From an optimization exercise on the open Yosys and OpenROAD flow, aimed at small area, a short achievable clock period and few clock cycles; shortcuts taken in it are not production practice.
In this exercise RTL edits were held to simulation tests only and were not proved equivalent to the original.
No activity file was given, so power comes from the tool's default toggle rates.

### design/flow/run.sh
#!/bin/bash
# synth_recipe.tcl (not shown) runs the flow's synth.tcl, then flattens the netlist and writes it again
# the make line also repeats each setting of config.mk as NAME=value (left out here)
make -C /OpenROAD-flow-scripts/flow DESIGN_CONFIG=/design/flow/config.mk WORK_HOME=/design/flow/orfs CLKGATE_MAP_FILE= SYNTH_SCRIPT=/design/flow/synth_recipe.tcl finish
### design/flow/constraint.sdc
create_clock -name core_clock -period 8.0 [get_ports {clk}]
set_input_delay 1.6000 -clock core_clock [delete_from_list [all_inputs] [get_ports {clk}]]
set_output_delay 1.6000 -clock core_clock [all_outputs]
set_load 0.01 [all_outputs]
### design/flow/config.mk
export PLATFORM = sky130hd
export DESIGN_NAME = act_buffer_sparse
export DESIGN_NICKNAME = act_buffer_sparse
export VERILOG_FILES = /design/flow/design.v
export SDC_FILE = /design/flow/constraint.sdc
export NUM_CORES = 4
export LEC_CHECK = 0
export CAP_MARGIN = 20
export CORE_MARGIN = 2
export CORE_UTILIZATION = 60
export CTS_CLUSTER_DIAMETER = 90
export CTS_CLUSTER_SIZE = 35
export SETUP_SLACK_MARGIN = 5
export SLEW_MARGIN = 20
export SYNTH_MEMORY_MAX_BITS = 8192
### design/flow/design.v
module lsb_index_enc #(
  parameter int NUM_COL   = 16,
  parameter int IDX_WIDTH = $clog2(NUM_COL)
) (
  input  logic [NUM_COL-1:0]   mask,
  output logic [NUM_COL-1:0]   low,
  output logic [IDX_WIDTH-1:0] index,
  output logic                 any_set,
  output logic [NUM_COL-1:0]   rest
);
  localparam int LVL = $clog2(NUM_COL);
  logic [NUM_COL-1:0] pre [LVL+1];
  logic [NUM_COL-1:0] below;
  always_comb begin
    pre[0] = mask;
    for (int k = 1; k <= LVL; k++) begin
      for (int i = 0; i < NUM_COL; i++) begin
        if (i >= (1 << (k - 1))) pre[k][i] = pre[k-1][i] | pre[k-1][i - (1 << (k - 1))];
        else                     pre[k][i] = pre[k-1][i];
      end
    end
  end
  assign below = {pre[LVL][NUM_COL-2:0], 1'b0};
  assign low   = mask & ~below;
  assign rest  = mask & below;
  always_comb begin
    index = '0;
    for (int i = 0; i < NUM_COL; i++) begin
      if (low[i]) index = index | IDX_WIDTH'(i);
    end
  end
  assign any_set = pre[LVL][NUM_COL-1];
endmodule
module act_buffer_sparse #(
  parameter int DATA_WIDTH = 8,
  parameter int NUM_COL    = 16,
  parameter int DEPTH      = 32,
  parameter int IDX_WIDTH  = $clog2(NUM_COL),
  parameter int ADDR_WIDTH = $clog2(DEPTH)
) (
  input  logic                             clk,
  input  logic                             reset,
  input  logic                             mode,
  input  logic                             wr_valid,
  output logic                             wr_ready,
  input  logic [NUM_COL-1:0]               wr_flag,
  input  logic [NUM_COL*DATA_WIDTH-1:0]    wr_data,
  input  logic                             rd_start,
  output logic                             rd_busy,
  output logic                             out_valid,
  input  logic                             out_ready,
  output logic [IDX_WIDTH-1:0]             out_index,
  output logic [DATA_WIDTH-1:0]            out_serial,
  output logic [NUM_COL*DATA_WIDTH-1:0]    out_parallel,
  output logic [NUM_COL-1:0]               out_flag,
  output logic [IDX_WIDTH:0]               row_nnz,
  output logic                             row_done,
  output logic [ADDR_WIDTH:0]              count,
  output logic                             empty,
  output logic                             full
);
  localparam int ROW_W  = NUM_COL * DATA_WIDTH;
  localparam int WORD_W = ROW_W + NUM_COL;
  localparam int HEAD   = DEPTH - 1;
  localparam int LVL    = $clog2(DEPTH);
  localparam int HALF   = NUM_COL / 2;
  localparam int HC_W   = $clog2(HALF + 1);
  localparam int NNZ_W  = IDX_WIDTH + 1;
  localparam logic [ADDR_WIDTH:0] DEPTH_CNT = (ADDR_WIDTH + 1)'(DEPTH);
  logic [WORD_W-1:0] stg [DEPTH];    
  logic [DEPTH-1:0]  vld;            
  logic              consumed;       
  logic              consumed_n;
  logic [DEPTH-1:0]  mv;             
  logic [DEPTH-1:0]  vld_n;
  logic [DEPTH-1:0]  free_n;         
  logic              wr_fire;
  always_comb begin
    vld_n[0] = mv[0] ? wr_fire : vld[0];
    for (int i = 1; i < DEPTH; i++) vld_n[i] = mv[i] ? vld[i-1] : vld[i];
  end
  logic [DEPTH-1:0] suf [LVL+1];
  always_comb begin
    suf[0] = ~vld_n;
    for (int k = 1; k <= LVL; k++) begin
      for (int i = 0; i < DEPTH; i++) begin
        if (i + (1 << (k - 1)) < DEPTH) suf[k][i] = suf[k-1][i] | suf[k-1][i + (1 << (k - 1))];
        else                            suf[k][i] = suf[k-1][i];
      end
    end
  end
  assign free_n = suf[LVL];
  always_ff @(posedge clk) begin
    if (reset) mv <= '1;
    else       mv <= free_n | {DEPTH{consumed_n}};
  end
  always_ff @(posedge clk) begin
    if (mv[0]) stg[0] <= {wr_flag, wr_data};
    for (int i = 1; i < DEPTH; i++) begin
      if (mv[i]) stg[i] <= stg[i-1];
    end
  end
  always_ff @(posedge clk) begin
    if (reset) vld <= '0;
    else       vld <= vld_n;
  end
  logic [NUM_COL-1:0]  pflag;
  logic [HC_W-1:0]     pc_lo, pc_hi;
  logic [HC_W-1:0]     pc_lo_q, pc_hi_q;
  logic [NNZ_W-1:0]    h_nnz;
  assign pflag = stg[HEAD-2][ROW_W +: NUM_COL];
  always_comb begin
    pc_lo = '0;
    pc_hi = '0;
    for (int c = 0; c < HALF; c++) begin
      pc_lo = pc_lo + HC_W'(pflag[c]);
      pc_hi = pc_hi + HC_W'(pflag[HALF + c]);
    end
  end
  always_ff @(posedge clk) begin
    if (mv[HEAD-1]) begin
      pc_lo_q <= pc_lo;
      pc_hi_q <= pc_hi;
    end
    if (mv[HEAD]) h_nnz <= NNZ_W'(pc_lo_q) + NNZ_W'(pc_hi_q);
  end
  logic [NUM_COL-1:0]    hflag;
  logic [ROW_W-1:0]      hdata;
  logic [ROW_W-1:0]      hmask;      
  logic                  hv;
  logic [NUM_COL-1:0]    h_low, h_rest;
  logic [IDX_WIDTH-1:0]  h_idx;
  logic                  h_any;
  logic [DATA_WIDTH-1:0] h_byte;
  logic [NUM_COL-1:0]    rem;        
  logic [NUM_COL-1:0]    r_low, r_rest;
  logic [IDX_WIDTH-1:0]  r_idx;
  logic                  r_any;
  logic [DATA_WIDTH-1:0] r_byte;
  assign hflag = stg[HEAD][ROW_W +: NUM_COL];
  assign hdata = stg[HEAD][ROW_W-1:0];
  assign hv    = vld[HEAD] && !consumed;
  lsb_index_enc #(.NUM_COL(NUM_COL), .IDX_WIDTH(IDX_WIDTH)) u_henc (
    .mask(hflag), .low(h_low), .index(h_idx), .any_set(h_any), .rest(h_rest)
  );
  lsb_index_enc #(.NUM_COL(NUM_COL), .IDX_WIDTH(IDX_WIDTH)) u_renc (
    .mask(rem), .low(r_low), .index(r_idx), .any_set(r_any), .rest(r_rest)
  );
  always_comb begin
    h_byte = '0;
    r_byte = '0;
    for (int c = 0; c < NUM_COL; c++) begin
      hmask[c*DATA_WIDTH +: DATA_WIDTH] = hdata[c*DATA_WIDTH +: DATA_WIDTH] & {DATA_WIDTH{hflag[c]}};
      h_byte = h_byte | (hdata[c*DATA_WIDTH +: DATA_WIDTH] & {DATA_WIDTH{h_low[c]}});
      r_byte = r_byte | (hdata[c*DATA_WIDTH +: DATA_WIDTH] & {DATA_WIDTH{r_low[c]}});
    end
  end
  logic                  busy, outv, pmode, pend, mode_q, rdone;
  logic [IDX_WIDTH-1:0]  oidx;
  logic [DATA_WIDTH-1:0] oser;
  logic [ROW_W-1:0]      opar;
  logic [NUM_COL-1:0]    oflag;
  logic [NNZ_W-1:0]      onnz;
  logic [ADDR_WIDTH:0]   cnt;
  logic                  full_q, empty_q, wrdy_q;
  logic                  acc_ok;     
  logic                  pgo_s, pgo_p;
  logic                  out_last;   
  logic                  h_multi, r_multi;
  logic [IDX_WIDTH-1:0]  r_idx_n;
  logic [DATA_WIDTH-1:0] r_byte_n;
  assign acc_ok   = !busy && !empty_q && hv;
  assign pgo_s    = pend && hv && !mode_q;
  assign pgo_p    = pend && hv && mode_q;
  assign out_last = pmode || !r_any;
  assign h_multi  = (h_rest != '0);
  assign r_multi  = (r_rest != '0);
  assign r_idx_n  = out_last ? '0 : r_idx;
  assign r_byte_n = out_last ? '0 : r_byte;
  logic                  acc, st_s, st_p, xfer;
  assign wr_fire = wr_valid && wrdy_q;
  assign acc     = rd_start && !busy && !empty_q;
  assign st_s    = (rd_start && !mode && acc_ok) || pgo_s;
  assign st_p    = (rd_start && mode && acc_ok) || pgo_p;
  assign xfer    = outv && out_ready;
  assign consumed_n = (consumed && !mv[HEAD]) || (st_s && !h_multi) ||
                      (xfer && (pmode || (r_any && !r_multi)));
  always_ff @(posedge clk) begin
    if (reset) begin
      consumed <= 1'b0;
      busy     <= 1'b0;
      outv     <= 1'b0;
      pmode    <= 1'b0;
      pend     <= 1'b0;
      mode_q   <= 1'b0;
      rdone    <= 1'b0;
      oidx     <= '0;
      oser     <= '0;
      opar     <= '0;
      oflag    <= '0;
      onnz     <= '0;
      rem      <= '0;
    end else begin
      consumed <= consumed_n;
      busy     <= acc || (busy && !rdone);
      if (!busy) mode_q <= mode;
      pend     <= (acc || pend) && !hv;
      if (st_p || st_s) pmode <= st_p;
      outv     <= st_p || (st_s && h_any) || (outv && !(out_ready && out_last));
      rdone    <= (st_s && !h_any) || (xfer && out_last);
      if (st_s) begin
        oidx <= h_idx;
        oser <= h_byte;
        rem  <= h_rest;
      end else if (xfer) begin
        oidx <= r_idx_n;
        oser <= r_byte_n;
        rem  <= r_rest;
      end
      opar <= ({ROW_W{st_p}} & hmask) | ({ROW_W{!out_ready}} & opar);
      if (st_p || st_s) begin
        oflag <= hflag;
        onnz  <= h_nnz;
      end else if (rdone) begin
        oflag <= '0;
        onnz  <= '0;
      end
    end
  end
  logic                  inc, dec;
  logic [ADDR_WIDTH:0]   cnt_p1, cnt_m1;
  logic                  cnt_top, cnt_one;
  assign inc     = wr_fire && !rdone;
  assign dec     = !wr_fire && rdone;
  assign cnt_p1  = cnt + (ADDR_WIDTH + 1)'(1);
  assign cnt_m1  = cnt - (ADDR_WIDTH + 1)'(1);
  assign cnt_top = (cnt == DEPTH_CNT - (ADDR_WIDTH + 1)'(1));
  assign cnt_one = (cnt == (ADDR_WIDTH + 1)'(1));
  always_ff @(posedge clk) begin
    if (reset) begin
      cnt     <= '0;
      full_q  <= 1'b0;
      empty_q <= 1'b1;
      wrdy_q  <= 1'b1;
    end else if (inc) begin
      cnt     <= cnt_p1;
      full_q  <= cnt_top;
      empty_q <= 1'b0;
      wrdy_q  <= !cnt_top;
    end else if (dec) begin
      cnt     <= cnt_m1;
      full_q  <= 1'b0;
      empty_q <= cnt_one;
      wrdy_q  <= 1'b1;
    end
  end
  assign out_parallel = opar;
  assign out_index    = oidx;
  assign out_serial   = oser;
  assign out_flag     = oflag;
  assign row_nnz      = onnz;
  assign row_done     = rdone;
  assign rd_busy      = busy;
  assign out_valid    = outv;
  assign count        = cnt;
  assign empty        = empty_q;
  assign full         = full_q;
  assign wr_ready     = wrdy_q;
endmodule
==> results of run 1 <==
-- report_power, final --
| group | internal [mW] | total [mW] | switching (mW) |
|---|---|---|---|
| sequential | 29.1 | 29.5 | 0.431 |
| clock | 4.07 | 10.7 | 6.67 |
| combinational | 0.164 | 0.354 | 0.189 |
| total | 33.3 | 40.6 | 7.29 |
-- through the flow --
stage | cell area, sq um | power, mW | worst slack, ns
3_3_place_gp | 159000 | 30.4 | 3.54
3_5_place_dp | 159000 | 30.5 | 3.49
6_report | 165000 | 40.6 | 4.96
4_1_cts | 165000 | 41.1 | 4.95
5_1_grt | 165000 | 42.0 | 4.87
2_1_floorplan | 151000 | 30.0 | 4.69
-- flip-flops by register name, indices dropped and copies added (netlist names) --
register and cells:
h_nnz 5, pend 1, pc_lo_q 4, opar 128, busy 1, oflag 16, mv 32, outv 1
consumed 1, oidx 4, wrdy_q 1, vld 32, rem 15, cnt 6, stg 4608, empty_q 1
oser 8, mode_q 1, onnz 5, full_q 1, pc_hi_q 4, rdone 1, pmode 1
-- worst register-to-register path: cells and delay by family (launching register included) --
family                     cells  cell delay, ns
buffers and inverters          4            0.18
DFF                            1            0.44
adders and majority gates      5            2.21
-- cell usage in the layout, fill, tap and decap left out, types with 64 or more instances in the layout --
| cell type | count |
|---|---|
| edfxtp_1 | 4621 |
| nor2_1 | 217 |
| buf_4 | 206 |
| a22oi_1 | 189 |
| clkbuf_16 | 174 |
| dfxtp_2 | 148 |
| clkdlybuf4s50_1 | 146 |
| buf_2 | 91 |
| a21oi_1 | 90 |
| buf_6 | 79 |
| nand2_1 | 64 |
-- routing by layer --
metal / global-route usage / part of all wire / routed length (microns) / vias up
li1: - / - / - / 25153
met1: 0.256 / 0.46 / 100000 / 26622
met2: 0.268 / 0.47 / 102000 / 1068
met3: 0.0242 / 0.042 / 9160 / 288
met4: 0.0549 / 0.034 / 7560 / 0
met5: 0 / 0 / 0 / -
-- final cells by class --
| class | count | area share |
|---|---|---|
| Clock buffer | 202 | 0.0265 |
| Timing Repair Buffer | 541 | 0.0288 |
| Antenna cell | 1 | 0.0000152 |
| Sequential cell | 4877 | 0.874 |
| Clock inverter | 25 | 0.00298 |
| Inverter | 50 | 0.00114 |
| Tap cell | 3348 | 0.0254 |
| Multi-Input combinational cell | 1023 | 0.0416 |
-- repair_timing --
action,CTS,global route
endpoints found under the setup margin,380,225
buffers inserted,93,21
pin swaps,8,12
resized for setup,1023,48
endpoints found under the hold margin,0,0
hold buffers,0,0
cloned,2,4
-- kinds of logic after synthesis --
| group | after synthesis | share of synthesized area |
|---|---|---|
| fa+ha+maj | 24 | 0.00242 |
| compound gates | 448 | 0.0212 |
| flops | 4877 | 0.953 |
| simple gates | 504 | 0.0163 |
| mux | 34 | 0.00231 |
| xor+xnor | 10 | 0.000580 |
| buf+inv | 175 | 0.00462 |
-- worst max path at each step --
stage	end	cells after the start	slack, ns	start
finish	pc_lo_q[1]$_DFFE_PP_	9	4.96	stg[29][131]$_DFFE_PP_
floorplan	mv[0]$_SDFF_PP1_	8	4.69	mv[15]$_SDFF_PP1_
global placement	mv[10]$_SDFF_PP1_	8	3.54	rd_start
detailed placement	mv[10]$_SDFF_PP1_	8	3.49	rd_start
CTS	oser[5]$_SDFFE_PP0P_	9	4.95	stg[31][128]$_DFFE_PP_
global route	pc_lo_q[1]$_DFFE_PP_	9	4.87	stg[29][131]$_DFFE_PP_
==> impl_results.md, run 1 <==
* CTS root buf: clkbuf_16
* Drt total wl at 219000 microns
* Die Height at 506 microns
* Crit path largest cell delay at 0.57 ns
* Minimum clock period at 3.04 ns
* RSZ-0062 raised after global routing: yes
* Vias per inst at 5.28
* Post-synthesis cell type count at 80
* Power density over the cells at 246 nW/um^2
* Worst Path Required at 8.62 ns
* MaxCap Viol Count at 0
* Top-count cell post-synth: edfxtp_1
* Vias in the first global route at 52435
* Crit-path cells: fa_1 > inv_2 > fa_1 > fa_1 > inv_1 > ha_2 > inv_2 > fa_2 > inv_2
* Initial Util at 0.602
* Hold Violations, Final at 0
* Number of placement rows at 184
* R2R Path Start: stg[29][131]$_DFFE_PP_
* Critical path startpoint category: register
* Multi-input gate area at 6880 sq um
* CP endpoint kind: register
* WL per Instance at 21.8 microns
* FF+latch area at 144000 sq um
* Clock Path Buffers at 3
* Yosys top cell by area: edfxtp_1
* Synth Register Bits at 4877
* Crit path max-delay family: adder cells
* Leak at 58.5 nW
* Reg-to-reg slack, setup at 4.96 ns
* Buffers on Ports at 322
* Synth top cells by count: edfxtp_1 (4621), dfxtp_1 (256), nor2_1 (219)
* Setup TNS at 0 ns
* Hold Path Depth at 0
* Num CTS Buffers at 165
* Crit-path slowest cell: fa_1
* Largest net degree at the start of global routing at 129
* Final setup fails at 0
* Critical Path AT at 3.66 ns
* Worst-margin pin slew at 1.04 ns
* Synth warn at 5
* Reg clk slew, reported paths at 0.12 ns
* Worst-skew pair later-pin latency at 0.85 ns
* Detail Route Antenna Nets at 0
* End of the worst register-to-register path: pc_lo_q[1]$_DFFE_PP_
* Hold_sp: stg[27][122]$_DFFE_PP_
* CTS tree: built
* Worst r2r path cells at 9
* Combined global-route utilization of all metal layers at 0.171
* Synthesis-to-finish area growth at 9.34%
* Finished Layout Cells at 10067
* Nets at 6831
* Worst hold path type: reg -> reg
* Syn Nets at 6245
* Synth Cell Area at 151000 sq um
* Final period util at 0.380
* First-pass GRT wire length at 329000 microns
* Synthesized area per cell at 24.9 sq um
* Placed cells at 9719
* Hold Slack at 0.403 ns
* EDFF count, synth at 4621
* Clock skew at 0.0438 ns
* Max frequency at 329 MHz
* Synth top area cells: edfxtp_1 (92%), dfxtp_1 (3.4%), a22oi_1 (0.94%), nor2_1 (0.54%), a21oi_1 (0.30%)
* Post-synthesis cell count at 6072
* Max VDD drop at 0.316 mV
* Final Core Density at 0.658
* DIE AREA at 256000 sq um
* FFs w/ async S/R, synth at 0
* Worst Hold End: stg[28][122]$_DFFE_PP_
* Gr ovfl total at 0
* Drc violations at 0
* Post-synth top flop: edfxtp_1
* Post-detail-place hpwl at 140000 microns
* Routability congestion estimate at 0.850
* Chip Width at 506 microns
* Layout cells sized above 1 at 0.130
* CP Max Fanout at 2
* Share of the synthesized area in the top cell type at 0.919
* CP Class: reg -> reg
* Io pins at 323
* Run status: no timing/DRC/antenna violations
* Worst path bufs/invs at 4
* Fill cell count at 15792
* CTS H-tree lvls at 4
* Fin. max-slew vios at 0
* Max-slew headroom at 0.308
* Sequential fraction of the synthesis area at 0.953
* Initial antenna violation count at 8
* CTS sink count at 4877
* Initial DRC Count at 4414
* Core Box Area at 251000 sq um
* Detailed Routing Iterations Pass 1 at 6
* Vias after detailed routing at 53131
Testbench counts, summed over its fixed seeds: cycles 26,800.
==> run 2, diff against run 1 <==
--- a/design/flow/config.mk
+++ b/design/flow/config.mk
@@ -9,6 +9,4 @@
 export CORE_MARGIN = 2
 export CORE_UTILIZATION = 60
-export CTS_CLUSTER_DIAMETER = 90
-export CTS_CLUSTER_SIZE = 35
 export SETUP_SLACK_MARGIN = 5
 export SLEW_MARGIN = 20
==> run 2 against run 1 <==
Register-to-register slack barely moved. Non-clock buffer count increased by 8. Clock power grew 89%. Synthesized cell count unchanged. Largest power group unchanged. Final area is 6.0% higher.
==> impl_results.md, run 2 <==
* Gr ovfl total at 0 (unchanged)
* FFs w/ async S/R, synth at 0 (unchanged)
* DIE AREA at 256000 sq um (unchanged)
* Combined global-route utilization of all metal layers at 0.182 (+0.0103)
* R2R Path Start: stg[29][131]$_DFFE_PP_
* Max frequency at 329 MHz (+0.12%)
* Vias per inst at 5.21 (-1.4%)
* Worst hold path type: reg -> reg
* WL per Instance at 21.5 microns (-1.4%)
* Largest net degree at the start of global routing at 129 (unchanged)
* Fin. max-slew vios at 0 (unchanged)
* Buffers on Ports at 322 (unchanged)
* Detail Route Antenna Nets at 0 (unchanged)
* Critical path startpoint category: register
* Vias after detailed routing at 55645 (+4.7%)
* Worst path bufs/invs at 1 (-3)
* Leak at 63.2 nW (+8.0%)
* Commonest non-fill, non-tap cells in the layout: edfxtp_1 (4621), clkbuf_16 (467), nor2_1 (217)
* Number of placement rows at 184 (unchanged)
* Setup TNS at 0 ns (unchanged)
* Regs by FF count: stg: 4608 flops, opar: 128 flops
* Share of the synthesized area in the top cell type at 0.919 (unchanged)
* Area post-placement at 159000 sq um (unchanged)
* Crit path largest cell delay at 0.40 ns (-0.17 ns)
* Final period util at 0.380 (-0.000454)
* Run status: no timing/DRC/antenna violations
* CP endpoint kind: primary output
* Drt total wl at 230000 microns (+4.7%)
* Yosys top cell by area: edfxtp_1
* Minimum clock period at 3.04 ns (-0.00363 ns)
* Initial antenna violation count at 8 (unchanged)
* Post-detail-place hpwl at 140000 microns (unchanged)
* Initial Util at 0.602 (unchanged)
* Reg clk slew, reported paths at 0.06 ns (-0.06 ns)
* Synth Register Bits at 4877 (unchanged)
* CP Class: reg -> out
* Reg-to-reg slack, setup at 4.97 ns (about the same)
* Crit path depth at 1 (-8)
* Syn Nets at 6245 (unchanged)
* CP Max Fanout at 2 (unchanged)
* Crit path max-delay family: flip-flops
* Hold Violations, Final at 0 (unchanged)
* Max-slew headroom at 0.245 (-0.0630)
* Critical Path AT at 1.44 ns (-2.22 ns)
* Post-synth top flop: edfxtp_1
* Most common cell after layout, fill and taps aside: edfxtp_1
* Final Power at 50.1 mW (+23%)
* Drc violations at 0 (unchanged)
* Design area at 175000 sq um (+6.0%)
* Switching pwr at 9.15 mW (+26%)
* Die Height at 506 microns (unchanged)
* Crit-path slowest cell: dfxtp_4
* Power density over the cells at 286 nW/um^2 (+16%)
* CTS sink count at 4877 (unchanged)
* Layout cells sized above 1 at 0.180 (+0.0491)
* RSZ-0062 raised after global routing: yes
* Clock power share at 0.402 (+0.138)
* Worst Setup SP: oidx[2]$_SDFFE_PP0P_
* CTS tree: built
* Power share of the combinational group at 0.007 (-0.002)
* Worst r2r path cells at 9 (unchanged)
* Post-synthesis cell type count at 80 (unchanged)
* Max VDD drop at 0.258 mV (-18%)
* Post-synthesis cell count at 6072 (unchanged)
* Synth Cell Area at 151000 sq um (unchanged)
* Worst Path Required at 6.40 ns (-2.22 ns)
* Synthesized area per cell at 24.9 sq um (unchanged)
* Nets at 7139 (+4.5%)
* Synth top area cells: edfxtp_1 (92%), dfxtp_1 (3.4%), a22oi_1 (0.94%), nor2_1 (0.54%), a21oi_1 (0.30%)
* CTS root buf: clkbuf_16
* Clock Path Buffers at 4 (+1)
* Max reg flops at 4608 (unchanged)
* Critical Path Sink: out_index[2]
* Vias in the first global route at 56163 (+7.1%)
* Sequential fraction of the synthesis area at 0.953 (unchanged)
* Cell-internal power at 41.0 mW (+23%)
* Synthesis-to-finish area growth at 15.9%
* Worst-margin pin slew at 1.13 ns (+0.0966 ns)
* Core Box Area at 251000 sq um (unchanged)
* Worst-skew pair later-pin latency at 0.98 ns (+0.13 ns)
* EDFF count, synth at 4621 (unchanged)
* Routability congestion estimate at 0.850 (unchanged)
* Final Core Density at 0.698 (+0.0396)
* End of the worst register-to-register path: pc_lo_q[1]$_DFFE_PP_
* Switching part of the total power at 0.183 (+0.00310)
* Synth top cells by count: edfxtp_1 (4621), dfxtp_1 (256), nor2_1 (219)
* Detailed Routing Iterations Pass 1 at 5 (-1)
* Hold_sp: stg[26][41]$_DFFE_PP_
* Top reg by flops: stg
* First-pass GRT wire length at 349000 microns (+6.0%)
* Synth warn at 5 (unchanged)
* Clock skew at 0.105 ns (+0.0609 ns)
* Num CTS Buffers at 465 (+180%)
* Top-count cell post-synth: edfxtp_1
* Crit-path cells: buf_6
* Share of power burned in registers at 0.591 (-0.136)
* Io pins at 323 (unchanged)
* Initial DRC Count at 4099 (-7.1%)
* MaxCap Viol Count at 0 (unchanged)
* Final setup fails at 0 (unchanged)
* CTS H-tree lvls at 5 (+1)
* Chip Width at 506 microns (unchanged)
==> run 2: cell counts after synthesis <==
Identical to the previous run, type by type.
==> run 2: worst min-delay path by stage <==
stage / endpoint / slack [ns] / depth (start not counted)
after floorplan: stg[10][0]$_DFFE_PP_ / 0.40 / 0
after global placement: stg[17][85]$_DFFE_PP_ / 0.40 / 0
after detailed placement: stg[10][124]$_DFFE_PP_ / 0.40 / 0
after CTS: stg[27][41]$_DFFE_PP_ / 0.34 / 0
after global routing: stg[27][41]$_DFFE_PP_ / 0.33 / 0
final: stg[27][41]$_DFFE_PP_ / 0.34 / 0
==> run 2: final cells by class <==
type / instances / area [sq um]
antenna: 5 / 12.5
clock buffer: 574 / 12100
clock inverter: 264 / 2150
fill: 14686 / 75800
inverter: 50 / 189
multi-input combinational: 1023 / 6840
sequential: 4877 / 144000
tap: 3348 / 4190
timing repair buffer: 549 / 5310
==> run 2: timing repair <==
| action | CTS | global route |
|---|---|---|
| pin swaps | 2 | 12 |
| resized for setup | 1129 | 33 |
| hold buffers | 0 | 0 |
| cloned | 2 | 1 |
| endpoints found under the setup margin | 374 | 319 |
| setup buffers | 93 | 32 |
==> run 2: cells by family after synthesis <==
logic type,after synthesis,share of synthesized area
adder cells (fa/ha/maj),24,0.00242
AND/OR/NAND/NOR,504,0.0163
AO/OA/AOI/OAI,448,0.0212
buffers and inverters,175,0.00462
XOR/XNOR,10,0.000580
flip-flops,4877,0.953
multiplexers,34,0.00231
==> run 2: power by group through the flow <==
stage	Clock, mW	Sequential (mW)	Combinational (mW)
floorplan	0	29.9	0.157
global placement	0	30.1	0.319
global route	21.7	29.7	0.390
detailed placement	0	30.2	0.329
CTS	20.7	29.6	0.354
finish	20.2	29.6	0.357
==> run 2: routing by layer <==
layer	vias up	wire length (microns)	global-route usage
met5	-	0	0
met2	1409	108000	0.282
met3	482	10800	0.0293
met4	0	8420	0.0682
li1	26185	-	-
met1	27569	102000	0.267
==> run 2: per-stage QoR <==
step / hold WS [ns] / instances / worst slack [ns]
CTS: 0.343 / 10652 / 4.89
global placement: 0.400 / 9719 / 3.54
floorplan: 0.400 / 6072 / 4.69
detailed placement: 0.405 / 9719 / 3.49
finish: 0.345 / 10690 / 4.96
global route: 0.335 / 10687 / 4.87
==> run 3, diff against run 2 <==
--- a/design/flow/config.mk
+++ b/design/flow/config.mk
@@ -9,4 +9,6 @@
 export CORE_MARGIN = 2
 export CORE_UTILIZATION = 60
+export CTS_CLUSTER_DIAMETER = 80
+export CTS_CLUSTER_SIZE = 30
 export SETUP_SLACK_MARGIN = 5
 export SLEW_MARGIN = 20
==> run 3 against run 2 <==
Clock skew is 0.070 ns lower. Register-to-register slack better by 0.07 ns. Largest cell class unchanged. Critical path type is now in -> reg. Clock power is 44% lower. Still clean on timing, DRC and antenna.
==> impl_results.md, run 3 <==
* Run status: no timing/DRC/antenna violations
* Clock Path Buffers at 3 (-1)
* CTS root buf: clkbuf_16
* Placed cells at 9719 (unchanged)
* First-pass GRT wire length at 330000 microns (-5.4%)
* Sequential fraction of the synthesis area at 0.953 (unchanged)
* Final setup fails at 0 (unchanged)
* Worst Setup Slack, final at 5.01 ns (+0.0434 ns)
* Share of power burned in registers at 0.715 (+0.124)
* Detail Route Antenna Nets at 0 (unchanged)
* Post-synth top flop: edfxtp_1
* Power density over the cells at 249 nW/um^2 (-13%)
* DIE AREA at 256000 sq um (unchanged)
* Vias per inst at 5.27 (+1.2%)
* WL per Instance at 21.7 microns (+0.82%)
* Number of placement rows at 184 (unchanged)
* Hold Violations, Final at 0 (unchanged)
* Clock power share at 0.277 (-0.125)
* Finished Layout Cells at 10107 (-5.5%)
* Synth top area cells: edfxtp_1 (92%), dfxtp_1 (3.4%), a22oi_1 (0.94%), nor2_1 (0.54%), a21oi_1 (0.30%)
* MaxCap Viol Count at 0 (unchanged)
* Crit path max-delay family: buffers and inverters
* Vias after detailed routing at 53230 (-4.3%)
* Worst hold path type: reg -> reg
* Largest family of logic cells by synthesized area: compound AO/OA/AOI/OAI gates
* Initial antenna violation count at 8 (unchanged)
* Worst path bufs/invs at 3 (+2)
* Compound-Gate Fraction of Synth Area at 0.0212 (unchanged)
* Synth Area in Adders at 0.00242 (unchanged)
* Leak at 58.8 nW (-7.0%)
* CTS sink count at 4877 (unchanged)
* Vias in the first global route at 52705 (-6.2%)
* Core Box Area at 251000 sq um (unchanged)
* Critical Path AT at 3.72 ns (+2.28 ns)
* CP Max Fanout at 25 (+23)
* Worst-skew pair later-pin latency at 0.85 ns (-0.13 ns)
* Switching pwr at 7.44 mW (-19%)
* Crit-path cells: clkdlybuf4s50_1 > nand2_1 > buf_4 > a21oi_1 > a41o_1 > o311a_4 > a31oi_4 > buf_12 > nand4b_1
* Detailed Routing Iterations Pass 1 at 5 (unchanged)
* Critical path startpoint category: input pin
* Synth top cells by count: edfxtp_1 (4621), dfxtp_1 (256), nor2_1 (219)
* CTS tree: built
* Initial Util at 0.602 (unchanged)
* CP Class: in -> reg
* Simple-Gate Fraction of Synth Area at 0.0163 (unchanged)
* Synth Cell Area at 151000 sq um (unchanged)
* Routability congestion estimate at 0.850 (unchanged)
* Final Core Density at 0.660 (-0.0373)
* Syn Nets at 6245 (unchanged)
* Setup TNS at 0 ns (unchanged)
* CTS Hold Bufs at 0 (unchanged)
* Yosys top cell by area: edfxtp_1
* Synth Register Bits at 4877 (unchanged)
* Regs by FF count: stg: 4608 flops, opar: 128 flops
* Synth warn at 5 (unchanged)
* Io pins at 323 (unchanged)
* Post-detail-place hpwl at 140000 microns (unchanged)
* CP endpoint kind: register
* Worst-margin pin slew at 1.14 ns (+0.00292 ns)
* Cell-internal power at 33.9 mW (-17%)
* Commonest non-fill, non-tap cells in the layout: edfxtp_1 (4621), nor2_1 (217), buf_4 (204)
* Buffers on Ports at 322 (unchanged)
* RSZ-0062 raised after global routing: yes
* Top-count cell post-synth: edfxtp_1
* EDFF count, synth at 4621 (unchanged)
* Fin. max-slew vios at 0 (unchanged)
* Gr ovfl total at 0 (unchanged)
* Chip Width at 506 microns (unchanged)
* Combined global-route utilization of all metal layers at 0.172 (-0.00993)
* Max reg flops at 4608 (unchanged)
* Max-slew headroom at 0.243 (-0.00195)
* Synthesis-to-finish area growth at 9.73%
* Drc violations at 0 (unchanged)
* Top reg by flops: stg
* Initial DRC Count at 4330 (+5.6%)
* Power share of the combinational group at 0.009 (+0.002)
* Max frequency at 334 MHz (+1.4%)
* Drt total wl at 219000 microns (-4.7%)
* FFs w/ async S/R, synth at 0 (unchanged)
* Largest net degree at the start of global routing at 129 (unchanged)
* Post-synthesis cell type count at 80 (unchanged)
* Synthesized area per cell at 24.9 sq um (unchanged)
* Post-synthesis cell count at 6072 (unchanged)
* Switching part of the total power at 0.180 (-0.00260)
* Pre-CTS setup slack at 3.49 ns (unchanged)
* Max VDD drop at 0.240 mV (-7.1%)
* Nets at 6847 (-4.1%)
* CTS H-tree lvls at 4 (-1)
* Worst Path Required at 8.72 ns (+2.32 ns)
* Share of the synthesized area in the top cell type at 0.919 (unchanged)
* Most common cell after layout, fill and taps aside: edfxtp_1
* Multiplexer share of the synthesized area at 0.00231 (unchanged)
* Crit path largest cell delay at 0.55 ns (+0.15 ns)
* Crit-path slowest cell: clkdlybuf4s50_1
* Hold Slack at 0.407 ns (+0.0628 ns)
* XOR/XNOR share of the synthesized area at 0.000580 (unchanged)
* Clock skew at 0.0346 ns (-0.0701 ns)
* Final period util at 0.374 (-0.00543)
* Num CTS Buffers at 190 (-59%)
* Die Height at 506 microns (unchanged)
* Reg clk slew, reported paths at 0.11 ns (+0.05 ns)
* Fill cell count at 15717 (+7.0%)
* Minimum clock period at 2.99 ns (-0.0434 ns)
* Layout cells sized above 1 at 0.133 (-0.0467)
[run 3: cell counts after synthesis]
Identical to the previous run, type by type.
[run 3: logic make-up after synthesis]
kind of cell,count (synthesis)
compound gates,448
xor+xnor,10
fa+ha+maj,24
buf+inv,175
flops,4877
mux,34
simple gates,504
[run 3: worst register-to-register path, stage by stage, from the launching register on]
cell and delay, ns:
edfxtp_1 0.44, fa_1 0.55, inv_1 0.05, fa_1 0.49
fa_1 0.41, inv_1 0.07, ha_2 0.18, inv_2 0.04
fa_1 0.37, xnor2_1 0.13
[run 3: per-layer routing]
metal / part of all wire / global-route usage / vias to the layer above / wire length [microns]
li1: - / - / 25235 / -
met1: 0.45 / 0.257 / 26617 / 99200
met2: 0.47 / 0.269 / 1066 / 103000
met3: 0.043 / 0.0246 / 310 / 9440
met4: 0.033 / 0.0556 / 2 / 7330
met5: 0.000059 / 0 / - / 13
[run 3: stage by stage]
stage	total power [mW]	area, sq um
after detailed placement	30.5	159000
after floorplan	30.0	151000
final	41.3	166000
after global routing	42.8	166000
after CTS	41.8	165000
after global placement	30.4	159000
[run 3: final cells by class]
class                      count  area, sq um  area share
inverter                      50          189     0.00114
antenna                        4         10.0   0.0000604
tap                         3348         4190      0.0253
timing repair buffer         532         4640      0.0280
clock inverter                37          596     0.00359
clock buffer                 236         4990      0.0301
multi-input combinational   1023         6850      0.0413
sequential                  4877       144000       0.870
[run 3: repair_timing]
item,in CTS,in global routing
pin swaps,10,10
buffers inserted,81,25
resized for setup,1018,42
gates cloned,2,3
setup endpoints to repair,380,227
[run 3: final timing paths]
kind / from / to / slack (ns) / cells past startpoint
setup / recovery: out_ready / mv[10]$_SDFF_PP1_ / 5.01 / 9
hold / removal: stg[20][111]$_DFFE_PP_ / stg[21][111]$_DFFE_PP_ / 0.41 / 0
setup reg to reg: stg[29][131]$_DFFE_PP_ / pc_lo_q[2]$_DFFE_PP_ / 5.04 / 9
hold reg to reg: stg[20][111]$_DFFE_PP_ / stg[21][111]$_DFFE_PP_ / 0.41 / 0
[run 3: power groups by stage]
stage / registers [mW] / clock network [mW] / logic [mW]
after CTS: 29.6 / 11.9 / 0.355
after detailed placement: 30.2 / 0 / 0.329
final: 29.5 / 11.4 / 0.354
after global routing: 29.7 / 12.7 / 0.391
after floorplan: 29.9 / 0 / 0.157
after global placement: 30.1 / 0 / 0.319
==> run 4, diff against run 3 <==
==> design/flow/flow/run.sh (new file) <==
#!/bin/bash
set -euo pipefail
bash standard.sh SETUP_SLACK_MARGIN=5.2 finish > standard_flow.log 2>&1
==> design/flow/standard.sh (new file) <==
#!/bin/bash
# synth_recipe.tcl (not shown) runs the flow's synth.tcl, then flattens the netlist and writes it again
# the make line also repeats each setting of config.mk as NAME=value (left out here)
make -C /OpenROAD-flow-scripts/flow DESIGN_CONFIG=/design/flow/config.mk WORK_HOME=/design/flow/orfs CLKGATE_MAP_FILE= SYNTH_SCRIPT=/design/flow/synth_recipe.tcl "${@:-finish}"
--- a/design/flow/config.mk
+++ b/design/flow/config.mk
@@ -11,5 +11,4 @@
 export CTS_CLUSTER_DIAMETER = 80
 export CTS_CLUSTER_SIZE = 30
-export SETUP_SLACK_MARGIN = 5
 export SLEW_MARGIN = 20
 export SYNTH_MEMORY_MAX_BITS = 8192
removed: design/flow/run.sh
==> run 4 against run 3 <==
Non-clock buffer count up 106. Via count about the same. Critical path type is now reg -> reg. Sequential power is essentially flat. Clock power about the same. Count of clock-buffer cells in the layout shrank 8. Clock skew up 0.025 ns. Largest cell class unchanged.
==> impl_results.md, run 4 <==
* WL per Instance at 20.8 microns (-3.9%)
* Run status: no timing/DRC/antenna violations
* Synthesis-to-finish area growth at 11.3%
* Reg clk slew, reported paths at 0.10 ns (about the same)
* EDFF count, synth at 4621 (unchanged)
* Share of the synthesized area in the top cell type at 0.919 (unchanged)
* Core Box Area at 251000 sq um (unchanged)
* Synth warn at 5 (unchanged)
* Final period util at 0.381 (+0.00654)
* Vias per inst at 5.21 (-1.0%)
* Worst Setup Slack, final at 4.95 ns (-0.0523 ns)
* Power density over the cells at 247 nW/um^2 (-1.1%)
* Largest net degree at the start of global routing at 94 (-27%)
* Worst-margin pin slew at 1.10 ns (-0.0352 ns)
* Num CTS Buffers at 192 (+1.1%)
* Setup TNS at 0 ns (unchanged)
* Synth Cell Area at 151000 sq um (unchanged)
* DIE AREA at 256000 sq um (unchanged)
* Clock Path Buffers at 3 (unchanged)
* Detailed Routing Iterations Pass 1 at 6 (+1)
* Initial antenna violation count at 3 (-5)
* Reg-to-reg slack, setup at 4.95 ns (-0.09 ns)
* Vias after detailed routing at 53199 (-0.058%)
* Io pins at 323 (unchanged)
* R2R Path Start: stg[29][131]$_DFFE_PP_
* Worst hold path type: reg -> reg
* Synth top cells by count: edfxtp_1 (4621), dfxtp_1 (256), nor2_1 (219)
* Syn Nets at 6245 (unchanged)
* Post-detail-place hpwl at 135000 microns (-3.4%)
* Minimum clock period at 3.05 ns (+0.0523 ns)
* First-pass GRT wire length at 325000 microns (-1.5%)
* Regs by FF count: stg: 4608 flops, opar: 128 flops
* Synth Register Bits at 4877 (unchanged)
* Critical Path AT at 3.66 ns (-0.06 ns)
* CTS tree: built
* Top-count cell post-synth: edfxtp_1
* Fin. max-slew vios at 0 (unchanged)
* Hold Path Depth at 0 (unchanged)
* Die Height at 506 microns (unchanged)
* Sequential fraction of the synthesis area at 0.953 (unchanged)
* CTS H-tree lvls at 4 (unchanged)
* Commonest non-fill, non-tap cells in the layout: edfxtp_1 (4621), buf_4 (271), nor2_1 (214)
* Nets at 6955 (+1.6%)
* End of the worst register-to-register path: pc_lo_q[1]$_DFFE_PP_
* Max VDD drop at 0.267 mV (+12%)
* RSZ-0062 raised after global routing: yes
* Chip Width at 506 microns (unchanged)
* Buffers on Ports at 322 (unchanged)
* Detail Route Antenna Nets at 0 (unchanged)
* Synthesized area per cell at 24.9 sq um (unchanged)
* Pre-CTS setup slack at 3.52 ns (+0.0339 ns)
* MaxCap Viol Count at 0 (unchanged)
* Routability congestion estimate at 0.863 (+1.5%)
* CP Class: reg -> reg
* Hold_sp: stg[4][124]$_DFFE_PP_
* Most common cell after layout, fill and taps aside: edfxtp_1
* Top reg by flops: stg
* Leak at 59.6 nW (+1.5%)
* CTS root buf: clkbuf_16
* Yosys top cell by area: edfxtp_1
* Vias in the first global route at 52920 (+0.41%)
* Hold Violations, Final at 0 (unchanged)
* Max reg flops at 4608 (unchanged)
* CTS sink count at 4877 (unchanged)
* Final setup fails at 0 (unchanged)
* Max frequency at 328 MHz (-1.7%)
* Worst r2r path cells at 9 (unchanged)
* Gr ovfl total at 0 (unchanged)
* Drt total wl at 212000 microns (-2.9%)
* CP endpoint kind: register
* Number of placement rows at 184 (unchanged)
* Post-synth top flop: edfxtp_1
* Clock skew at 0.0593 ns (+0.0247 ns)
* Post-synthesis cell type count at 80 (unchanged)
* CP Max Fanout at 2 (-92%)
* Max-slew headroom at 0.265 (+0.0219)
* Post-synthesis cell count at 6072 (unchanged)
* Worst Hold End: stg[5][124]$_DFFE_PP_
* Critical path startpoint category: register
* FFs w/ async S/R, synth at 0 (unchanged)
* Worst Path Required at 8.61 ns (-0.11 ns)
* Initial DRC Count at 4279 (-1.2%)
* Combined global-route utilization of all metal layers at 0.168 (-0.00428)
* Drc violations at 0 (unchanged)
* Final Power at 41.5 mW (+0.36%)
* Worst-skew pair later-pin latency at 0.86 ns (about the same)
* Synth top area cells: edfxtp_1 (92%), dfxtp_1 (3.4%), a22oi_1 (0.94%), nor2_1 (0.54%), a21oi_1 (0.30%)
* Initial Util at 0.602 (unchanged)
* Layout cells sized above 1 at 0.167 (+0.0345)
run 4: cell counts after synthesis:
No cell type changed its count.
run 4: worst max-delay path by stage:
stage                           start                    to  slack, ns  depth (start not counted)
2_1_floorplan       mv[15]$_SDFF_PP1_      mv[0]$_SDFF_PP1_       4.69                          8
3_3_place_gp                 rd_start      mv[3]$_SDFF_PP1_       3.54                          9
3_5_place_dp                 rd_start     mv[10]$_SDFF_PP1_       3.52                          9
4_1_cts           opar[60]$_SDFF_PP0_      out_parallel[60]       4.94                          1
5_1_grt        stg[29][131]$_DFFE_PP_  pc_lo_q[1]$_DFFE_PP_       4.84                          9
6_report       stg[29][131]$_DFFE_PP_  pc_lo_q[1]$_DFFE_PP_       4.95                          9
run 4: where the power goes:
part / switching (mW) / leakage [nW] / internal [mW]
clock network: 6.90 / 2.74 / 4.66
registers: 0.419 / 51.1 / 29.1
logic: 0.201 / 5.79 / 0.188
run 4: layout make-up:
type,instances,area [sq um]
Multi-Input combinational cell,1023,7560
Sequential cell,4877,144000
Tap cell,3348,4190
Clock inverter,40,713
Antenna cell,3,7.51
Fill cell,15530,82800
Inverter,50,190
Timing Repair Buffer,638,6190
Clock buffer,228,4980
run 4: kinds of logic after synthesis:
logic type,synth area share
adders and majority gates,0.00242
buffers and inverters,0.00462
xor gates and xnor gates,0.000580
DFF,0.953
muxes,0.00231
AOI/OAI and AO/OA,0.0212
and+or+nand+nor,0.0163
run 4: layer usage:
layer / vias to the layer above / global-route usage / wire length, microns / part of all wire
met2: 1018 / 0.267 / 101000 / 0.48
met1: 26427 / 0.246 / 95800 / 0.45
met3: 321 / 0.0230 / 7910 / 0.037
li1: 25433 / - / - / -
met5: - / 0 / 0 / 0
met4: 0 / 0.0557 / 7810 / 0.037
run 4: through the flow:
step                cell area, sq um  instances  utilization  hold WS, ns
detailed placement            159000       9716        0.635        0.405
CTS                           168000      10168        0.668        0.397
global route                  168000      10206        0.670        0.401
global placement              159000       9716        0.635        0.400
finish                        168000      10207        0.670        0.405
floorplan                     152000       6072            -        0.400
run 4: critical path, cell delays in order, from the launching register on:
cell      delay, ns
edfxtp_1       0.43
fa_1           0.59
inv_2          0.05
fa_1           0.53
fa_1           0.44
inv_2          0.08
ha_4           0.12
inv_2          0.03
fa_2           0.50
inv_1          0.03
run 4: what timing repair did:
item | CTS | global route
endpoints found under the hold margin | 0 | 0
endpoints found under the setup margin | 393 | 243
pin swaps | 23 | 30
gates cloned | 6 | 3
setup buffers | 178 | 33
hold buffers | 0 | 0
resized for setup | 1210 | 69
==> run 5, diff against run 4 <==
--- a/design/flow/design.v
+++ b/design/flow/design.v
@@ -91,12 +91,18 @@
   end
   assign free_n = suf[LVL];
-  always_ff @(posedge clk) begin
-    if (reset) mv <= '1;
-    else       mv <= free_n | {DEPTH{consumed_n}};
-  end
-  always_ff @(posedge clk) begin
-    if (mv[0]) stg[0] <= {wr_flag, wr_data};
+  logic [DEPTH-1:0]  hold;
+  always_ff @(posedge clk) begin
+    if (reset) begin
+      mv   <= '1;
+      hold <= '0;
+    end else begin
+      mv   <= free_n | {DEPTH{consumed_n}};
+      hold <= ~(free_n | {DEPTH{consumed_n}});
+    end
+  end
+  always_ff @(posedge clk) begin
+    stg[0] <= ({wr_flag, wr_data} & {WORD_W{mv[0]}}) | (stg[0] & {WORD_W{hold[0]}});
     for (int i = 1; i < DEPTH; i++) begin
-      if (mv[i]) stg[i] <= stg[i-1];
+      stg[i] <= (stg[i-1] & {WORD_W{mv[i]}}) | (stg[i] & {WORD_W{hold[i]}});
     end
   end
@@ -105,21 +111,25 @@
     else       vld <= vld_n;
   end
-  logic [NUM_COL-1:0]  pflag;
-  logic [HC_W-1:0]     pc_lo, pc_hi;
+  localparam int QTR  = NUM_COL / 4;
+  localparam int QC_W = $clog2(QTR + 1);
+  logic [NUM_COL-1:0]  qflag;
+  logic [QC_W-1:0]     qc [4];
+  logic [QC_W-1:0]     qc_q [4];
   logic [HC_W-1:0]     pc_lo_q, pc_hi_q;
   logic [NNZ_W-1:0]    h_nnz;
-  assign pflag = stg[HEAD-2][ROW_W +: NUM_COL];
-  always_comb begin
-    pc_lo = '0;
-    pc_hi = '0;
-    for (int c = 0; c < HALF; c++) begin
-      pc_lo = pc_lo + HC_W'(pflag[c]);
-      pc_hi = pc_hi + HC_W'(pflag[HALF + c]);
-    end
-  end
-  always_ff @(posedge clk) begin
+  assign qflag = stg[HEAD-3][ROW_W +: NUM_COL];
+  always_comb begin
+    for (int q = 0; q < 4; q++) begin
+      qc[q] = '0;
+      for (int c = 0; c < QTR; c++) qc[q] = qc[q] + QC_W'(qflag[q*QTR + c]);
+    end
+  end
+  always_ff @(posedge clk) begin
+    if (mv[HEAD-2]) begin
+      for (int q = 0; q < 4; q++) qc_q[q] <= qc[q];
+    end
     if (mv[HEAD-1]) begin
-      pc_lo_q <= pc_lo;
-      pc_hi_q <= pc_hi;
+      pc_lo_q <= HC_W'(qc_q[0]) + HC_W'(qc_q[1]);
+      pc_hi_q <= HC_W'(qc_q[2]) + HC_W'(qc_q[3]);
     end
     if (mv[HEAD]) h_nnz <= NNZ_W'(pc_lo_q) + NNZ_W'(pc_hi_q);
==> design/flow/flow/run.sh (replaced) <==
#!/bin/bash
# The standard layout (the standard.sh: standard synthesis and ORFS steps
# with config.mk's settings), with the ports buffered by the smallest buffer
# instead of the one buffer_ports picks; timing repair resizes them as needed.
set -euo pipefail
bash standard.sh "BUFFER_PORTS_ARGS=-buffer_cell sky130_fd_sc_hd__buf_1" finish > standard_flow.log 2>&1
--- a/design/flow/config.mk
+++ b/design/flow/config.mk
@@ -11,4 +11,5 @@
 export CTS_CLUSTER_DIAMETER = 80
 export CTS_CLUSTER_SIZE = 30
+export SETUP_SLACK_MARGIN = 5
 export SLEW_MARGIN = 20
 export SYNTH_MEMORY_MAX_BITS = 8192
==> run 5 against run 4 <==
Largest power group unchanged. Critical endpoint is now mv[30]$_SDFF_PP1_. Sequential share of layout area decreased by 24 points. Global-route usage increased by 5.6 points. Die area decreased by 0.25%. Utilization decreased by 2.5 points. Via count increased by 67%. Final area decreased by 4.4%. Worst hold slack improved by 0.045 ns. Critical path depth decreased by 1.
==> impl_results.md, run 5 <==
* Max VDD drop at 0.227 mV (-15%)
* Regs by FF count: stg: 4608 flops, opar: 128 flops
* Largest net degree at the start of global routing at 111 (+18%)
* Post-synthesis cell type count at 64 (-20%)
* Nets at 11543 (+66%)
* Initial antenna violation count at 2 (-1)
* Most common cell after layout, fill and taps aside: dfxtp_1
* End of the worst register-to-register path: mv[30]$_SDFF_PP1_
* Reg-to-reg slack, setup at 5.04 ns (+0.09 ns)
* Synth top area cells: dfxtp_1 (65%), a22o_1 (27%), clkbuf_1 (2.2%), a32oi_1 (0.75%), buf_1 (0.71%)
* Worst Path Required at 8.81 ns (+0.20 ns)
* Syn Nets at 11988 (+92%)
* Hold Violations, Final at 0 (unchanged)
* Minimum clock period at 3.02 ns (-0.0262 ns)
* R2R Path Start: stg[31][130]$_DFF_P_
* Yosys top cell by area: dfxtp_1
* Vias after detailed routing at 89083 (+67%)
* Worst r2r path cells at 6 (-3)
* DIE AREA at 255000 sq um (-0.25%)
* Gr ovfl total at 0 (unchanged)
* Detailed Routing Iterations Pass 1 at 6 (unchanged)
* Post-synthesis cell count at 11809 (+94%)
* Worst-margin pin slew at 0.984 ns (-0.115 ns)
* Worst hold path type: reg -> reg
* Synth warn at 7 (+2)
* Crit-path slowest cell: or4b_4
* Combined global-route utilization of all metal layers at 0.224 (+0.0561)
* Commonest non-fill, non-tap cells in the layout: dfxtp_1 (4649), a22o_1 (4628), nor2_1 (210)
* CTS sink count at 4921 (+0.90%)
* Crit path largest cell delay at 0.60 ns (about the same)
* Leak at 76.1 nW (+28%)
* Drt total wl at 297000 microns (+40%)
* Number of placement rows at 183 (-0.54%)
* Crit path max-delay family: simple AND/OR/NAND/NOR gates
* Synth Register Bits at 4921 (+0.90%)
* Post-detail-place hpwl at 206000 microns (+52%)
* Max-slew headroom at 0.344 (+0.0784)
* CP endpoint kind: register
* Drc violations at 0 (unchanged)
* Hold Path Depth at 1 (+1)
* Worst-skew pair later-pin latency at 0.88 ns (+0.02 ns)
* Hold_sp: stg[24][128]$_DFF_P_
* Core Box Area at 249000 sq um (-0.73%)
* Synth Cell Area at 151000 sq um (-0.26%)
* Share of the synthesized area in the top cell type at 0.651 (-0.268)
* Top-count cell post-synth: dfxtp_1
* Die Height at 505 microns (-0.13%)
* EDFF count, synth at 25 (-99%)
* Max frequency at 331 MHz (+0.87%)
* Final setup fails at 0 (unchanged)
* CP Class: in -> reg
* Fill cell count at 18618 (+20%)
* Initial DRC Count at 6065 (+42%)
* Io pins at 323 (unchanged)
* Final Power at 39.6 mW (-4.5%)
* Run status: no timing/DRC/antenna violations
* Top reg by flops: stg
* Final period util at 0.378 (-0.00328)
* MaxCap Viol Count at 0 (unchanged)
* Vias per inst at 6.04 (+16%)
* Routability congestion estimate at 0.860 (-0.36%)
* Critical Path AT at 3.83 ns (+0.17 ns)
* Reg clk slew, reported paths at 0.11 ns (about the same)
* Sequential fraction of the synthesis area at 0.656 (-0.297)
* CTS H-tree lvls at 4 (unchanged)
* CTS root buf: clkbuf_16
* Worst Hold End: stg[25][128]$_DFF_P_
* Layout cells sized above 1 at 0.0805 (-0.0868)
* Buffers on Ports at 322 (unchanged)
* Critical path startpoint category: input pin
* Worst path bufs/invs at 2 (-2)
* Hold Slack at 0.450 ns (+0.0447 ns)
* FFs w/ async S/R, synth at 0 (unchanged)
* Clock skew at 0.0545 ns (-0.00480 ns)
* Detail Route Antenna Nets at 0 (unchanged)
* CTS tree: built
* WL per Instance at 20.2 microns (-3.1%)
* CP Max Fanout at 14 (+12)
* RSZ-0062 raised after global routing: yes
* Setup TNS at 0 ns (unchanged)
* Fin. max-slew vios at 0 (unchanged)
* Synthesis-to-finish area growth at 6.69%
* First-pass GRT wire length at 479000 microns (+48%)
* Synth top cells by count: dfxtp_1 (4896), a22o_1 (4628), clkbuf_1 (875)
* Crit-path cells: buf_1 > nor4b_4 > o21a_4 > buf_12 > o21ai_1 > or4b_4 > o21ai_4 > or4_1
* Max reg flops at 4608 (unchanged)
* Post-synth top flop: dfxtp_1
* Chip Width at 505 microns (-0.13%)
* Vias in the first global route at 82939 (+57%)
* Initial Util at 0.605 (+0.00285)
* Power density over the cells at 246 nW/um^2 (-0.13%)
* Synthesized area per cell at 12.8 sq um (-49%)
* Clock Path Buffers at 3 (unchanged)
* Num CTS Buffers at 189 (-1.6%)
==> run 5: cell count changes after synthesis, moves of 16 or more <==
| cell | delta |
|---|---|
| a22o_1 | +4621 |
| a32oi_1 | +121 |
| a221oi_1 | +16 |
| a21oi_1 | -18 |
| or4_1 | +18 |
| nand4_1 | -17 |
| and3_1 | +17 |
| nor4_1 | +27 |
| dfxtp_1 | +4640 |
| a22oi_1 | -156 |
| edfxtp_1 | -4596 |
| clkbuf_1 | +769 |
| buf_1 | +279 |
==> run 5: worst max path at each step <==
stage	startpoint	end	cells after the start
detailed placement	rd_start	opar[45]$_SDFF_PP0_	8
CTS	empty_q$_SDFFE_PP1P_	empty	1
global route	opar[88]$_SDFF_PP0_	out_parallel[88]	1
finish	mode	mv[30]$_SDFF_PP1_	8
floorplan	mode	hold[29]$_SDFF_PP0_	8
global placement	stg[31][134]$_DFF_P_	mv[17]$_SDFF_PP1_	6
==> run 5: worst register-to-register path, cell delays in order (launching register included) <==
cell	delay [ns]
dfxtp_1	0.36
or4_4	0.58
or4_4	0.56
o21ai_1	0.11
or4b_4	0.56
o21ai_4	0.52
or4_1	0.20
==> run 5: layout make-up <==
| class | count | area [sq um] | share of cell area |
|---|---|---|---|
| clock inverters | 26 | 480 | 0.00299 |
| diodes | 3 | 7.51 | 0.0000467 |
| multi-input cells | 5657 | 47500 | 0.296 |
| flip-flops and latches | 4921 | 99300 | 0.618 |
| well taps | 3330 | 4170 | 0.0259 |
| repair buffers | 535 | 4040 | 0.0251 |
| inverters | 60 | 226 | 0.00141 |
| clock buffers | 215 | 4990 | 0.0311 |
==> run 5: metrics by stage <==
stage | worst slack, ns | instances | cell area (sq um) | utilization
floorplan | 4.64 | 11809 | 151000 | -
global placement | 3.84 | 14412 | 153000 | 0.614
detailed placement | 3.75 | 14412 | 153000 | 0.614
CTS | 4.95 | 14709 | 160000 | 0.643
global route | 4.95 | 14747 | 161000 | 0.645
finish | 4.98 | 14747 | 161000 | 0.645
==> run 5: logic make-up after synthesis <==
family          count (synthesis)  share of synthesized area
fa+ha+maj                      31                    0.00289
compound gates               5032                      0.290
simple gates                  547                     0.0181
mux                            35                    0.00233
flops                        4921                      0.656
xor+xnor                        9                   0.000523
buf+inv                      1234                     0.0311
==> run 5: routing by layer <==
layer | vias up | part of all wire | track usage
met1 | 41968 | 0.52 | 0.341
met3 | 345 | 0.038 | 0.0241
li1 | 45147 | - | -
met4 | 0 | 0.023 | 0.0519
met5 | - | 0 | 0
met2 | 1623 | 0.42 | 0.341
==> run 5: repair_timing <==
item / CTS / global route
resized for setup: 531 / 54
hold buffers: 0 / 0
setup buffers: 54 / 32
gates cloned: 2 / 2
endpoints found under the setup margin: 328 / 273
pin swaps: 6 / 11
==> run 5: power by group <==
group	switching, mW	leakage (nW)	internal, mW	total (mW)
logic	0.395	31.8	0.879	1.27
registers	0.877	41.6	25.8	26.7
clock network	7.03	2.66	4.62	11.7
Testbench counts of run 5, summed over its fixed seeds: cycles 26,800.
==> run 6, diff against run 5 <==
==> design/flow/run.sh (new file) <==
#!/bin/bash
# synth_recipe.tcl (not shown) runs the flow's synth.tcl, then flattens the netlist and writes it again
# the make line also repeats each setting of config.mk as NAME=value (left out here)
make -C /OpenROAD-flow-scripts/flow DESIGN_CONFIG=/design/flow/config.mk WORK_HOME=/design/flow/orfs CLKGATE_MAP_FILE= SYNTH_SCRIPT=/design/flow/synth_recipe.tcl finish
--- a/design/flow/config.mk
+++ b/design/flow/config.mk
@@ -9,4 +9,5 @@
 export CORE_MARGIN = 2
 export CORE_UTILIZATION = 60
+export CTS_BUF_LIST = sky130_fd_sc_hd__clkbuf_4 sky130_fd_sc_hd__clkbuf_8 sky130_fd_sc_hd__clkbuf_16
 export CTS_CLUSTER_DIAMETER = 80
 export CTS_CLUSTER_SIZE = 30
removed: design/flow/flow/run.sh
removed: design/flow/standard.sh
==> run 6 against run 5 <==
Worst setup slack improved by 0.017 ns. Clock skew grew 0.026 ns. Count of clock-buffer cells in the layout decreased by 2. Utilization increased by 0.37 points. Fmax increased by 0.55%. Critical endpoint is now hold[22]$_SDFF_PP0_. Total power is 0.15% higher. Synthesized cell count unchanged. Global-route usage down 0.080 points. Combinational power is 5% higher. Highest routed layer unchanged. Sequential power hardly changed. First-iteration DRC count about the same. Still clean.
==> impl_results.md, run 6 <==
* Max-slew headroom at 0.245 (-0.0986)
* Vias in the first global route at 83072 (+0.16%)
* Switching part of the total power at 0.209 (-0.000872)
* Synth warn at 7 (unchanged)
* Final setup fails at 0 (unchanged)
* Detailed Routing Iterations Pass 1 at 6 (unchanged)
* Fill cell count at 18418 (-1.1%)
* Worst Path Required at 8.73 ns (-0.08 ns)
* Crit path largest cell delay at 0.53 ns (-0.07 ns)
* Vias per inst at 5.98 (-1.0%)
* Die Height at 505 microns (unchanged)
* FF+latch area at 99300 sq um (about the same)
* Final period util at 0.375 (-0.00207)
* Core Box Area at 249000 sq um (unchanged)
* Worst hold path type: reg -> reg
* Clock Path Buffers at 3 (unchanged)
* Crit-path cells: dlygate4sd2_1 > nor4b_4 > o21a_2 > buf_12 > o21ai_1 > or4b_4 > buf_12 > o21ai_4 > buf_4 > buf_12 > nor4_1
* Num CTS Buffers at 191 (+1.1%)
* Nets at 11584 (+0.36%)
* Combined global-route utilization of all metal layers at 0.223 (-0.000804)
* Vias after detailed routing at 88441 (-0.72%)
* Switching pwr at 8.28 mW (-0.27%)
* Minimum clock period at 3.00 ns (-0.0165 ns)
* Io pins at 323 (unchanged)
* Initial Util at 0.605 (unchanged)
* Gr ovfl total at 0 (unchanged)
* Top-count cell post-synth: dfxtp_1
* Commonest non-fill, non-tap cells in the layout: dfxtp_1 (4649), a22o_1 (4628), buf_4 (232)
* Post-synth top flop: dfxtp_1
* Clock skew at 0.0805 ns (+0.0260 ns)
* Number of placement rows at 183 (unchanged)
* Synth top cells by count: dfxtp_1 (4896), a22o_1 (4628), clkbuf_1 (875)
* Largest net degree at the start of global routing at 129 (+16%)
* FFs w/ async S/R, synth at 0 (unchanged)
* CTS Hold Bufs at 0 (unchanged)
* Leak at 76.8 nW (+0.88%)
* Synthesis-to-finish area growth at 7.30%
* Layout cells sized above 1 at 0.0860 (+0.00545)
* Cell-internal power at 31.4 mW (+0.26%)
* CTS root buf: clkbuf_16
* Max reg flops at 4608 (unchanged)
* Run status: no timing/DRC/antenna violations
* Area post-placement at 155000 sq um (+1.4%)
* CTS tree: built
* Share of the synthesized area in the top cell type at 0.651 (unchanged)
* Initial antenna violation count at 1 (-1)
* Max frequency at 333 MHz (+0.55%)
* DIE AREA at 255000 sq um (unchanged)
* Post-synthesis cell count at 11809 (unchanged)
* CTS sink count at 4921 (unchanged)
* Drc violations at 0 (unchanged)
* Synth Register Bits at 4921 (unchanged)
* Syn Nets at 11988 (unchanged)
* WL per Instance at 19.9 microns (-1.1%)
* Worst-skew pair later-pin latency at 0.87 ns (about the same)
* RSZ-0062 raised after global routing: yes
* Detail Route Antenna Nets at 0 (unchanged)
* Initial DRC Count at 6068 (+0.049%)
* Power density over the cells at 245 nW/um^2 (-0.42%)
* Reg clk slew, reported paths at 0.11 ns (about the same)
* Most frequent CP cell: buf_12
* First-pass GRT wire length at 476000 microns (-0.55%)
* Hold Violations, Final at 0 (unchanged)
* Regs by FF count: stg: 4608 flops, opar: 128 flops
* Buffers on Ports at 322 (unchanged)
* Share of power burned in registers at 0.672 (-0.002)
* Max VDD drop at 0.237 mV (+4.4%)
* Synth top area cells: dfxtp_1 (65%), a22o_1 (27%), clkbuf_1 (2.2%), a32oi_1 (0.75%), buf_1 (0.71%)
* Synthesized area per cell at 12.8 sq um (unchanged)
* CP Max Fanout at 7 (-7)
* Post-synthesis cell type count at 64 (unchanged)
* Crit-path slowest cell: or4b_4
* Synth Cell Area at 151000 sq um (unchanged)
* MaxCap Viol Count at 0 (unchanged)
* Top reg by flops: stg
* Routability congestion estimate at 0.855 (-0.57%)
* EDFF count, synth at 25 (unchanged)
* Post-detail-place hpwl at 204000 microns (-1.3%)
* CTS H-tree lvls at 4 (unchanged)
* Sequential fraction of the synthesis area at 0.656 (unchanged)
* Critical Path AT at 3.73 ns (-0.10 ns)
* Setup TNS at 0 ns (unchanged)
* Multi-input gate area at 47600 sq um (about the same)
* Drt total wl at 295000 microns (-0.79%)
* Fin. max-slew vios at 0 (unchanged)
* Chip Width at 505 microns (unchanged)
* Power share of the combinational group at 0.033 (about the same)
* Critical path startpoint category: input pin
* Design area at 162000 sq um (+0.57%)
* CP Class: in -> reg
* Most common cell after layout, fill and taps aside: dfxtp_1
* CP endpoint kind: register
* Clock power share at 0.294 (about the same)
* Yosys top cell by area: dfxtp_1
* Worst-margin pin slew at 1.13 ns (+0.146 ns)
run 6: cell count changes in the layout (fill, tap and decap cells not counted), sizes merged:
cell / previous run / this run
clkdlybuf4s50: 0 / 146
inv: 71 / 69
clkinvlp: 0 / 3
clkbuf: 217 / 214
nor2: 212 / 214
diode: 3 / 5
buf: 533 / 423
dlygate4sd2: 0 / 2
bufinv: 2 / 1
bufbuf: 0 / 1
o21a: 4 / 3
clkinv: 13 / 20
run 6: power by group through the flow:
stage,clock network [mW],logic (mW),registers (mW)
2_1_floorplan,0,1.08,26.9
3_5_place_dp,0,1.30,27.2
6_report,11.7,1.33,26.7
3_3_place_gp,0,1.23,27.2
5_1_grt,12.9,1.48,26.8
4_1_cts,12.0,1.33,26.7
run 6: worst paths after layout:
check	start	slack (ns)	cells after the start	end
max	mode	5.00	11	hold[22]$_SDFF_PP0_
min	stg[23][122]$_DFF_P_	0.46	1	stg[24][122]$_DFF_P_
max reg2reg	stg[31][130]$_DFF_P_	5.04	10	hold[22]$_SDFF_PP0_
min reg2reg	stg[23][122]$_DFF_P_	0.46	1	stg[24][122]$_DFF_P_
run 6: what timing repair did:
item	CTS	global route
gates cloned	6	0
pin swaps	10	8
setup endpoints to repair	365	158
setup buffers	99	17
gates resized for setup	1000	37
run 6: routing by layer:
| layer | share of wire | GRT usage | vias to the layer above |
|---|---|---|---|
| met5 | 0 | 0 | - |
| met4 | 0.019 | 0.0450 | 0 |
| met3 | 0.036 | 0.0247 | 295 |
| met2 | 0.43 | 0.347 | 1448 |
| met1 | 0.51 | 0.336 | 41413 |
| li1 | - | - | 45285 |
run 6: cells by family (layout without fill, tap and decap cells):
| logic type | count (synthesis) | after routing | share of synthesized area |
|---|---|---|---|
| adder cells (fa/ha/maj) | 31 | 31 | 0.00289 |
| AND/OR/NAND/NOR | 547 | 550 | 0.0181 |
| flip-flops | 4921 | 4921 | 0.656 |
| XOR/XNOR | 9 | 9 | 0.000523 |
| multiplexers | 35 | 35 | 0.00233 |
| buffers and inverters | 1234 | 879 | 0.0311 |
| other | 0 | 5 | 0 |
| AO/OA/AOI/OAI | 5032 | 5033 | 0.290 |
run 6: cell type report:
cell class | instances | area share
antenna | 5 | 0.0000774
clock buffer | 213 | 0.0312
clock inverter | 33 | 0.00312
inverter | 60 | 0.00140
multi-input combinational | 5658 | 0.294
sequential | 4921 | 0.614
tap | 3330 | 0.0258
timing repair buffer | 573 | 0.0301
run 6: worst max-delay path, delay by kind of cell:
kind / cells / cell delay [ns]
buffers and inverters: 5 / 0.86
AND/OR/NAND/NOR: 3 / 0.84
AO/OA/AOI/OAI: 3 / 0.42
run 6: stage by stage:
stage	hold slack, ns	utilization	setup WS (ns)	std cells	power [mW]
floorplan	0.440	-	4.64	11809	28.0
detailed placement	0.450	0.622	3.30	14420	28.5
finish	0.459	0.649	5.00	14793	39.7
global placement	0.451	0.622	3.31	14419	28.4
CTS	0.444	0.648	4.95	14771	40.0
global route	0.483	0.649	4.95	14789	41.2

==> afterwards: timing with drivers on the ports <==
How much do the figures lean on ideal ports? The routed layouts below were timed once more, with nothing changed but the port constraints.
Step 1 assumes that a clkbuf_16 drives the clock port and a buf_2 every other input.
Step 2 times the ports against the registers' clock, not the clock port: input delays grow and output delays shrink by t, the midpoint of the rising clock arrivals with the driver on.
Slacks: ideal / step 1 / step 2; pairs: ideal / step 1.
run	t (ns)	slack for setup (ns)	hold slack, ns	worst setup path after step 2	worst slew at a driven data input, ns
run 1	0.919	4.959 / 4.949 / 4.241	0.403 / 0.403 / 0.403	input to register	0.07
run 2	1.028	4.962 / 4.871 / 4.100	0.345 / 0.345 / 0.345	input to register	0.07
run 3	0.923	5.006 / 4.955 / 4.151	0.407 / 0.407 / 0.407	input to register	0.08
run 4	0.919	4.953 / 4.953 / 4.207	0.405 / 0.405 / 0.405	input to register	0.09
run 5	0.950	4.980 / 4.920 / 4.092	0.450 / 0.450 / 0.450	input to register	0.06
run 6	0.924	4.996 / 4.944 / 4.134	0.459 / 0.459 / 0.459	input to register	0.06
After both steps setup and hold are still met in every run listed. The setup slack of run 5, which loses most, moves by -0.060 ns with the drivers and by -0.888 ns with both steps.
